What follows belongs to an exercise in optimizing a design on an open flow for small area, a short achievable clock period and few clock cycles; a production flow would make more cautious choices.
The RTL was checked by simulation tests, not by an equivalence proof against the original design.

==> v12: inputs <==
// largest_prime_factor
module largest_prime_factor (
  input  logic                          clk,
  input  logic                          rst_n,
  input  logic                          in_valid,
  output logic                          in_stall,
  input  logic [lpf_pkg::OUT_WIDTH-1:0] in_value,
  output logic                          out_valid,
  input  logic                          out_stall,
  output logic [lpf_pkg::OUT_WIDTH-1:0] out_largest_factor,
  output logic                          out_status
);
clock: 8.0 ns
lec_check: 0
abc_area: 1
cap_margin: 20
core_margin: 2
core_utilization: 55
slew_margin: 20
run.sh (not shown) runs the stock make flow with config.mk's settings and CLKGATE_MAP_FILE= SYNTH_SCRIPT=/design/flow/synth_recipe.tcl, a recipe that flattens the netlist after the stock synthesis.
==> inputs of v19, as changes to v12 <==
--- a/flow/design.v
+++ b/flow/design.v
@@ -1,10 +1,10 @@
 package lpf_pkg;
   localparam int VALUE_WIDTH = 64;
   localparam int OUT_WIDTH   = 64;
   localparam int DIV_WIDTH   = 32;                     
-  localparam int FAST_WIDTH  = 11;                     
+  localparam int FAST_WIDTH  = 12;                     
   localparam int FAST_SLACK  = 6;                      
   localparam int STEP_BITS   = 4;                      
   localparam int NCHUNK      = VALUE_WIDTH / STEP_BITS;
   localparam int CHUNK_W     = $clog2(NCHUNK);
   localparam int DCHUNK      = DIV_WIDTH / STEP_BITS;   
@@ -246,28 +246,20 @@
     dx_sum  = dx_base + FW'(wgap(dx_pos));
   end
   logic [K-1:0]    vbits;
   logic [CW-1:0]   top_pass;
   logic [CW-1:0]   top_m1;
-  logic [CW-1:0]   top_m2;
-  logic [K-1:0]    q_top, q_top1, q_top2;
-  logic            lt_top, lt_top1, lt_top2;  
-  logic            fit1, fit2, fit3;         
+  logic [K-1:0]    q_top, q_top1;
+  logic            lt_top, lt_top1;          
   logic            q_one;                    
   assign vbits    = (state_r == ST_QUO) ? qbits : chunk_r;
   assign top_pass = seen_r ? tseen_r : j_r;
   assign top_m1   = top_pass - CW'(1);
   assign q_top    = q_r[top_pass*K +: K];
   assign q_top1   = q_r[top_m1*K +: K];
   assign lt_top   = (top_pass < CW'(lpf_pkg::DCHUNK)) && (d_inc[top_pass[DCW-1:0]*K +: K] != '0);
   assign lt_top1  = (top_m1 < CW'(lpf_pkg::DCHUNK)) && (d_inc[top_m1[DCW-1:0]*K +: K] != '0);
-  assign top_m2   = top_pass - CW'(2);
-  assign q_top2   = q_r[top_m2*K +: K];
-  assign lt_top2  = (top_m2 < CW'(lpf_pkg::DCHUNK)) && (d_inc[top_m2[DCW-1:0]*K +: K] != '0);
-  assign fit1     = (top_pass >= CW'(1)) && ((DW+1)'(q_top) < d_inc);
-  assign fit2     = (top_pass >= CW'(2)) && ((DW+1)'({q_top, q_top1}) < d_inc);
-  assign fit3     = (top_pass >= CW'(3)) && ((DW+1)'({q_top, q_top1, q_top2}) < d_inc);
   assign q_one    = (q_r[VW-1:1] == '0);
   logic [DW-1:0]   qdiv;
   assign qdiv = rz_r ? d_prev : DW'(dx_sum);
   logic            c1_quo, c1_zero;          
   logic            start;                    
@@ -424,25 +416,18 @@
           adv_nxt   = adv;
           widxp_nxt = widx_r;
           widx_nxt  = widx_adv;
           sb_nxt    = '0;
           j_nxt     = top_pass;
-          if (fit3) begin
-            w_nxt     = DW'({q_top, q_top1, q_top2});
-            w1_nxt    = FW'({q_top, q_top1, q_top2});
-            j_nxt     = top_pass - CW'(3);
-            seen_nxt  = 1'b1;
-            tseen_nxt = top_pass;
-            cmp_nxt   = (lt_top || lt_top1 || lt_top2) ? CMP_LT : CMP_EQ;
-          end else if (fit2) begin
+          if (d_inc[DW-1:2*K] != '0) begin
             w_nxt     = DW'({q_top, q_top1});
             w1_nxt    = FW'({q_top, q_top1});
             j_nxt     = top_pass - CW'(2);
             seen_nxt  = 1'b1;
             tseen_nxt = top_pass;
             cmp_nxt   = (lt_top || lt_top1) ? CMP_LT : CMP_EQ;
-          end else if (fit1) begin
+          end else if (d_inc[DW-1:K] != '0) begin
             w_nxt     = DW'(q_top);
             w1_nxt    = FW'(q_top);
             j_nxt     = top_pass - CW'(1);
             seen_nxt  = 1'b1;
             tseen_nxt = top_pass;
==> notes <==
v12 ran to the end with violations: setup timing. v19 finished with timing, DRC and antenna clean.
Of v12 and v19, v19 has the higher sequential share of layout area (gap 0.56 points).
In v19 the via count is lower than in v12, by about 3.5%.
In v12 the area after synthesis is larger than in v19, by 1.6%.
Core utilization: v19 is higher than v12 (0.15 points).
Worst setup slack: v12 is lower than v19 (0.60 ns).
Between v19 and v12, the lower die area is in v19 (gap about 1.5%, measured against v12).
Final cell count: v12 is larger than v19 (1.2%).
==> figures <==
| item | v12 | v19 |
|---|---|---|
| Seq cells post-synth | 205 | 207 |
| Maximum clock skew at final layout | 0.0215 ns | 0.0232 ns |
| Worst r2r dst | w1_r[6] | w1_r[3] |
| Global Route met2 Usage | 66.2% | 68.4% |
| Die span in x | 225 um | 223 um |
| Required arrival time at the worst endpoint | 8.31 ns | 8.35 ns |
| Status | failed layout checks | finished clean |
| Reasons for failing layout checks | setup timing | - |
| Number of distinct library cell variants in the gate-level netlist after synthesis | 77 | 74 |
| Post-Synthesis Cells | 4157 | 4110 |
| Final total negative setup slack | -0.542 ns | 0 ns |
| Slew of the pin with the lowest slew margin | 1.16 ns | 1.21 ns |
| Cell total after placement | 4854 | 4823 |
| Ant. Diodes | 3 | 0 |
| Crit path depth | 59 | 56 |
| Crit path capture | w1_r[6] | w1_r[3] |
| Maximum fanout along the worst path | 6 | 7 |
| Share of final-layout standard cells stronger than drive strength 1 | 9.20% | 8.84% |
Testbench counts of v19, summed over its fixed seeds: cycles 170,145.

==> trial 89 <==
Another version of the RTL of largest_prime_factor (not shown whole).
Settings: LEC_CHECK=0, ABC_AREA=1, CAP_MARGIN=20, CORE_MARGIN=2, CORE_UTILIZATION=50, SLEW_MARGIN=20; clock period 8.0 ns.
==> inputs of build 31, as changes to trial 89 <==
CORE_UTILIZATION = 40   (was 50)
==> flow_summary.yaml <==
run_status:
  status: "finished clean"
global_route:
  use_met1_pct: 56.2
worst_setup_path:
  rr_worst_depth: 58
  r2r_end: "w1_r[7]$_DFFE_PP_"
cells_and_area:
  buf_share_pct: 9.60
  buffers: 347
  fillCellCount: 5459
  nMultiInputCombCells: 3414
[end of results for trial 89]
==> flow_summary.yaml <==
run_status:
  status: "finished clean"
cells_and_area:
  fillCellCount: 7162
  nMultiInputCombCells: 3416
worst_setup_path:
  r2r_end: "w1_r[6]$_DFFE_PP_"
global_route:
  use_met1_pct: 48.5
[end of results for build 31]
Testbench counts of trial 89, summed over its fixed seeds: cycles 160,428.
Testbench counts of build 31, summed over its fixed seeds: cycles 160,428.

==> job 3805: inputs <==
largest_prime_factor with an RTL version that a note above also has.
clock: 8.0 ns
lec_check: 0
abc_area: 1
cap_margin: 20
core_margin: 2
core_utilization: 40
slew_margin: 20
==> job 7575 (differences from job 3805) <==
--- a/flow/design.v
+++ b/flow/design.v
@@ -1,12 +1,12 @@
 package lpf_pkg;
   localparam int VALUE_WIDTH = 64;
   localparam int OUT_WIDTH   = 64;
   localparam int DIV_WIDTH   = 32;                     
-  localparam int FAST_WIDTH  = 12;                     
+  localparam int FAST_WIDTH  = 11;                     
   localparam int FAST_SLACK  = 6;                      
   localparam int STEP_BITS   = 4;                      
   localparam int NCHUNK      = VALUE_WIDTH / STEP_BITS;
   localparam int CHUNK_W     = $clog2(NCHUNK);
   localparam int DCHUNK      = DIV_WIDTH / STEP_BITS;   
   localparam int WHEEL_LEN   = 51;
   localparam int WHEEL_LOOP  = 3;
@@ -260,26 +260,36 @@
   assign lt_top1  = (top_m1 < CW'(lpf_pkg::DCHUNK)) && (d_inc[top_m1[DCW-1:0]*K +: K] != '0);
   assign q_one    = (q_r[VW-1:1] == '0);
   logic [DW-1:0]   qdiv;
   assign qdiv = rz_r ? d_prev : DW'(dx_sum);
   logic            c1_quo, c1_zero;          
   logic            start;                    
   logic            f_rz, f_lt, f_rz1;        
+  logic [DW-1:0]   w_alt;
+  logic [FW-1:0]   w1_alt;
+  logic [1:0]      cmp_alt, cmp1_alt;
+  logic [VW-1:0]   q_alt;
+  logic            w_eng, w1_eng, cmp_eng, cmp1_eng, q_wr;
   always_comb begin
     state_nxt  = state_r;
     busy_nxt   = busy_r;
     ovalid_nxt = ovalid_r;
-    q_nxt      = q_r;
+    q_alt      = q_r;
     d_nxt      = d_r;
     wide_nxt   = wide_r;
     d1_nxt     = d1_r;
-    w_nxt      = w_r;
-    w1_nxt     = w1_r;
-    cmp_nxt    = cmp_r;
-    cmp1_nxt   = cmp1_r;
+    w_alt      = w_r;
+    w_eng      = 1'b0;
+    w1_eng     = 1'b0;
+    cmp_eng    = 1'b0;
+    cmp1_eng   = 1'b0;
+    q_wr       = 1'b0;
+    w1_alt     = w1_r;
+    cmp_alt    = cmp_r;
+    cmp1_alt   = cmp1_r;
     c1_quo     = 1'b0;
     c1_zero    = 1'b0;
     start      = 1'b0;
     f_rz       = 1'b0;
     f_lt       = 1'b0;
     f_rz1      = 1'b0;
     j_nxt      = j_r;
@@ -296,151 +306,154 @@
     rz1_nxt    = rz1_r;
     ov_nxt     = ov_r;
     twos_nxt   = twos_r;
     status_nxt = status_r;
     case (state_r)
       ST_IDLE: begin
         if (in_valid) begin
-          q_nxt      = in_value[VW-1:0];
+          q_alt      = in_value[VW-1:0];
           twos_nxt   = 1'b0;
           busy_nxt   = 1'b1;
           state_nxt  = ST_STRIP;
         end
       end
       ST_STRIP: begin
         if (q_one) begin
           status_nxt = ~q_r[0];
-          q_nxt      = {{(VW-2){1'b0}}, twos_r, 1'b0};
+          q_alt      = {{(VW-2){1'b0}}, twos_r, 1'b0};
           ovalid_nxt = 1'b1;
           state_nxt  = ST_DONE;
         end else if (!q_r[0]) begin
-          q_nxt    = q_r >> 1;
+          q_alt    = q_r >> 1;
           twos_nxt = 1'b1;
         end else begin
           status_nxt = 1'b0;
           d_nxt      = DW'(3);
           wide_nxt   = 1'b0;
           widx_nxt   = '0;
           j_nxt      = CW'(lpf_pkg::NCHUNK - 1);
           state_nxt  = ST_PRE;
         end
       end
       ST_PRE: begin
         if (q_one) begin
-          q_nxt      = {{(VW-DW){1'b0}}, d_r};
+          q_alt      = {{(VW-DW){1'b0}}, d_r};
           ovalid_nxt = 1'b1;
           state_nxt  = ST_DONE;
         end else begin
           d1_nxt    = dx_sum;
-          w_nxt     = '0;
-          w1_nxt    = '0;
-          cmp_nxt   = CMP_EQ;
+          w_alt     = '0;
+          w1_alt    = '0;
+          cmp_alt   = CMP_EQ;
           sb_nxt    = '0;
           seen_nxt  = 1'b0;
           state_nxt = ST_REM;
         end
       end
       ST_REM, ST_QUO, ST_QEND: begin
         if (chk_r && (rz_r || lt_r || rz1_r || ov_r)) begin
           if (rz_r && lt_r) begin
-            q_nxt      = {{(VW-DW){1'b0}}, d_prev};
+            q_alt      = {{(VW-DW){1'b0}}, d_prev};
             ovalid_nxt = 1'b1;
             state_nxt  = ST_DONE;
           end else if (rz_r || (rz1_r && !lt_r)) begin
             d_nxt      = qdiv;
             wide_nxt   = is_wide(qdiv);
             widx_nxt   = rz_r ? widxp_r : wnext(widxp_r);
             d1_nxt     = qdiv[FW-1:0];
-            w_nxt      = '0;
-            w1_nxt     = '0;
-            cmp_nxt    = CMP_EQ;
-            cmp1_nxt   = CMP_EQ;
+            w_alt      = '0;
+            w1_alt     = '0;
+            cmp_alt    = CMP_EQ;
+            cmp1_alt   = CMP_EQ;
             c1_zero    = 1'b1;
             j_nxt      = top_pass;
             sb_nxt     = '0;
             seen_nxt   = 1'b0;
             state_nxt  = ST_QUO;
           end else begin
             ovalid_nxt = 1'b1;
             state_nxt  = ST_DONE;
           end
         end else if (state_r == ST_QEND) begin
           if (q_one) begin
-            q_nxt      = {{(VW-DW){1'b0}}, d_r};
+            q_alt      = {{(VW-DW){1'b0}}, d_r};
             ovalid_nxt = 1'b1;
             state_nxt  = ST_DONE;
           end else begin
             start = 1'b1;
             f_rz  = zf1;
             f_lt  = (cmp1_step == CMP_LT);
             state_nxt = ST_REM;
           end
         end else begin
-          w_nxt    = w_step;
-          w1_nxt   = wf1;
+          w_eng    = 1'b1;
+          w1_eng   = 1'b1;
           sb_nxt   = sb_r + SW'(1);
           qacc_nxt = {qacc_r, q_wide};
           if (state_r == ST_QUO) begin
-            cmp1_nxt   = cmp1_step;
+            cmp1_eng   = 1'b1;
             c1_quo     = 1'b1;
           end
           if (chunk_end) begin
-            cmp_nxt = cmp_step;
+            cmp_eng = 1'b1;
             j_nxt   = j_r - CW'(1);
             if (!seen_r && vbits != '0) begin
               seen_nxt  = 1'b1;
               tseen_nxt = j_r;
             end
-            if (state_r == ST_QUO) q_nxt[j_r*K +: K] = qbits;
+            if (state_r == ST_QUO) q_wr = 1'b1;
           end
           if (chunk_end && j_r == '0) begin
             j_nxt    = top_pass;
             if (state_r == ST_QUO) begin
               state_nxt = wide_r ? ST_PRE : ST_QEND;
             end else begin
               start = 1'b1;
               f_rz  = rem_zero;
               f_lt  = (cmp_step == CMP_LT);
               f_rz1 = rem1_zero;
             end
           end
         end
         if (start) begin
+          w_eng     = 1'b0;
+          w1_eng    = 1'b0;
+          cmp_eng   = 1'b0;
           chk_nxt   = 1'b1;
           rz_nxt    = f_rz;
           lt_nxt    = f_lt;
           rz1_nxt   = f_rz1;
           ov_nxt    = d_inc[DW];
           d_nxt     = d_inc[DW-1:0];
           wide_nxt  = is_wide(d_inc[DW-1:0]);
           d1_nxt    = d1_inc;
           adv_nxt   = adv;
           widxp_nxt = widx_r;
           widx_nxt  = widx_adv;
           sb_nxt    = '0;
           j_nxt     = top_pass;
           if (d_inc[DW-1:2*K] != '0) begin
-            w_nxt     = DW'({q_top, q_top1});
-            w1_nxt    = FW'({q_top, q_top1});
+            w_alt     = DW'({q_top, q_top1});
+            w1_alt    = FW'({q_top, q_top1});
             j_nxt     = top_pass - CW'(2);
             seen_nxt  = 1'b1;
             tseen_nxt = top_pass;
-            cmp_nxt   = (lt_top || lt_top1) ? CMP_LT : CMP_EQ;
+            cmp_alt   = (lt_top || lt_top1) ? CMP_LT : CMP_EQ;
           end else if (d_inc[DW-1:K] != '0) begin
-            w_nxt     = DW'(q_top);
-            w1_nxt    = FW'(q_top);
+            w_alt     = DW'(q_top);
+            w1_alt    = FW'(q_top);
             j_nxt     = top_pass - CW'(1);
             seen_nxt  = 1'b1;
             tseen_nxt = top_pass;
-            cmp_nxt   = lt_top ? CMP_LT : CMP_EQ;
+            cmp_alt   = lt_top ? CMP_LT : CMP_EQ;
           end else begin
-            w_nxt    = '0;
-            w1_nxt   = '0;
+            w_alt    = '0;
+            w1_alt   = '0;
             seen_nxt = 1'b0;
-            cmp_nxt  = CMP_EQ;
+            cmp_alt  = CMP_EQ;
           end
         end
       end
       ST_DONE: begin
         if (!out_stall) begin
           ovalid_nxt = 1'b0;
           busy_nxt   = 1'b0;
@@ -448,14 +461,22 @@
         end
       end
       default: begin
         state_nxt = ST_IDLE;
       end
     endcase
   end
+  always_comb begin
+    w_nxt    = w_eng    ? w_step    : w_alt;
+    w1_nxt   = w1_eng   ? wf1       : w1_alt;
+    cmp_nxt  = cmp_eng  ? cmp_step  : cmp_alt;
+    cmp1_nxt = cmp1_eng ? cmp1_step : cmp1_alt;
+    q_nxt    = q_alt;
+    if (q_wr) q_nxt[j_r*K +: K] = qbits;
+  end
   assign chunk_nxt  = q_r[j_nxt*K +: K];
   assign chunk1_nxt = c1_zero ? '0 : (c1_quo ? qbits : chunk_nxt);
   always_ff @(posedge clk) begin
     if (!rst_n) begin
       state_r  <= ST_IDLE;
       busy_r   <= 1'b0;
       ovalid_r <= 1'b0;
==> comparison table <==
quantity                                                 job 3805              job 7575
Outcome                          no timing/DRC/antenna violations       failed layout checks
Reasons for failing layout checks                               -  negative setup slack
Synth Net Count                                              4358                  4297
Post-route minimum period                                 7.46 ns               8.07 ns
FF-to-FF Start                                            d1_r[6]               d1_r[0]
Post-synthesis xor/xnor area fraction                       4.90%                 4.52%
Met3 Track Usage GR                                         6.52%                 7.25%
Drt initial violations                                       4218                  3797
Tightest slew margin relative to the limit                  30.5%                 24.1%
Number of synthesized register bits                           207                   205
Fraction of area in registers                               19.4%                 17.4%
First-pass GRT wire length                                 175 mm                178 mm
Launch point of the worst path                            d1_r[6]               d1_r[0]
Cell count along the critical path                             56                    59
Number of inserted filler cells in the final layout          6869                  6761
Inverters excl. clock                                         556                   502
Min Hold Slack                                           0.465 ns              0.464 ns
WHS Path Cells                                                  2                     0
Worst reg2reg endpoint                                    w1_r[3]                  rz_r
Setup WS pre-CTS                                        -0.138 ns             -0.178 ns
Data arrival, critical path                               7.81 ns               8.46 ns
Sequential standard cell area                        0.00604 mm^2          0.00534 mm^2
Layout-stage area growth over the synthesis result          17.7%                 19.0%
Testbench counts of job 3805, summed over its fixed seeds: cycles 170,145.
Testbench counts of job 7575, summed over its fixed seeds: cycles 170,202.

==> static timing again, ports no longer ideal <==
How much do the figures lean on ideal ports? The routed layouts below were timed once more, with nothing changed but the port constraints.
Step 1 assumes that a clkbuf_16 drives the clock port and a buf_2 every other input.
Step 2, shift: input delay + t, output delay - t, t = (earliest + latest rising clock arrival at the registers) / 2. This alone moves slack from input paths to output paths.
Three values: ideal, step 1, step 2; two values: the first two.
run	shift t [ns]	setup WS [ns]	worst hold slack (ns)	worst setup path at the end	clock arrival spread, ns
v12	0.649	-0.118 / -0.118 / -0.118	0.481 / 0.481 / 0.481	register to register	0.021 / 0.022
v19	0.643	0.484 / 0.484 / 0.484	0.454 / 0.454 / 0.454	register to register	0.023 / 0.023
trial 89	0.659	0.482 / 0.482 / 0.482	0.455 / 0.455 / 0.455	register to register	0.023 / 0.023
build 31	0.653	0.526 / 0.526 / 0.526	0.446 / 0.446 / 0.446	register to register	0.016 / 0.016
job 3805	0.659	0.541 / 0.541 / 0.541	0.465 / 0.465 / 0.465	register to register	0.028 / 0.028
job 7575	0.679	-0.070 / -0.070 / -0.070	0.464 / 0.464 / 0.464	register to register	0.057 / 0.057
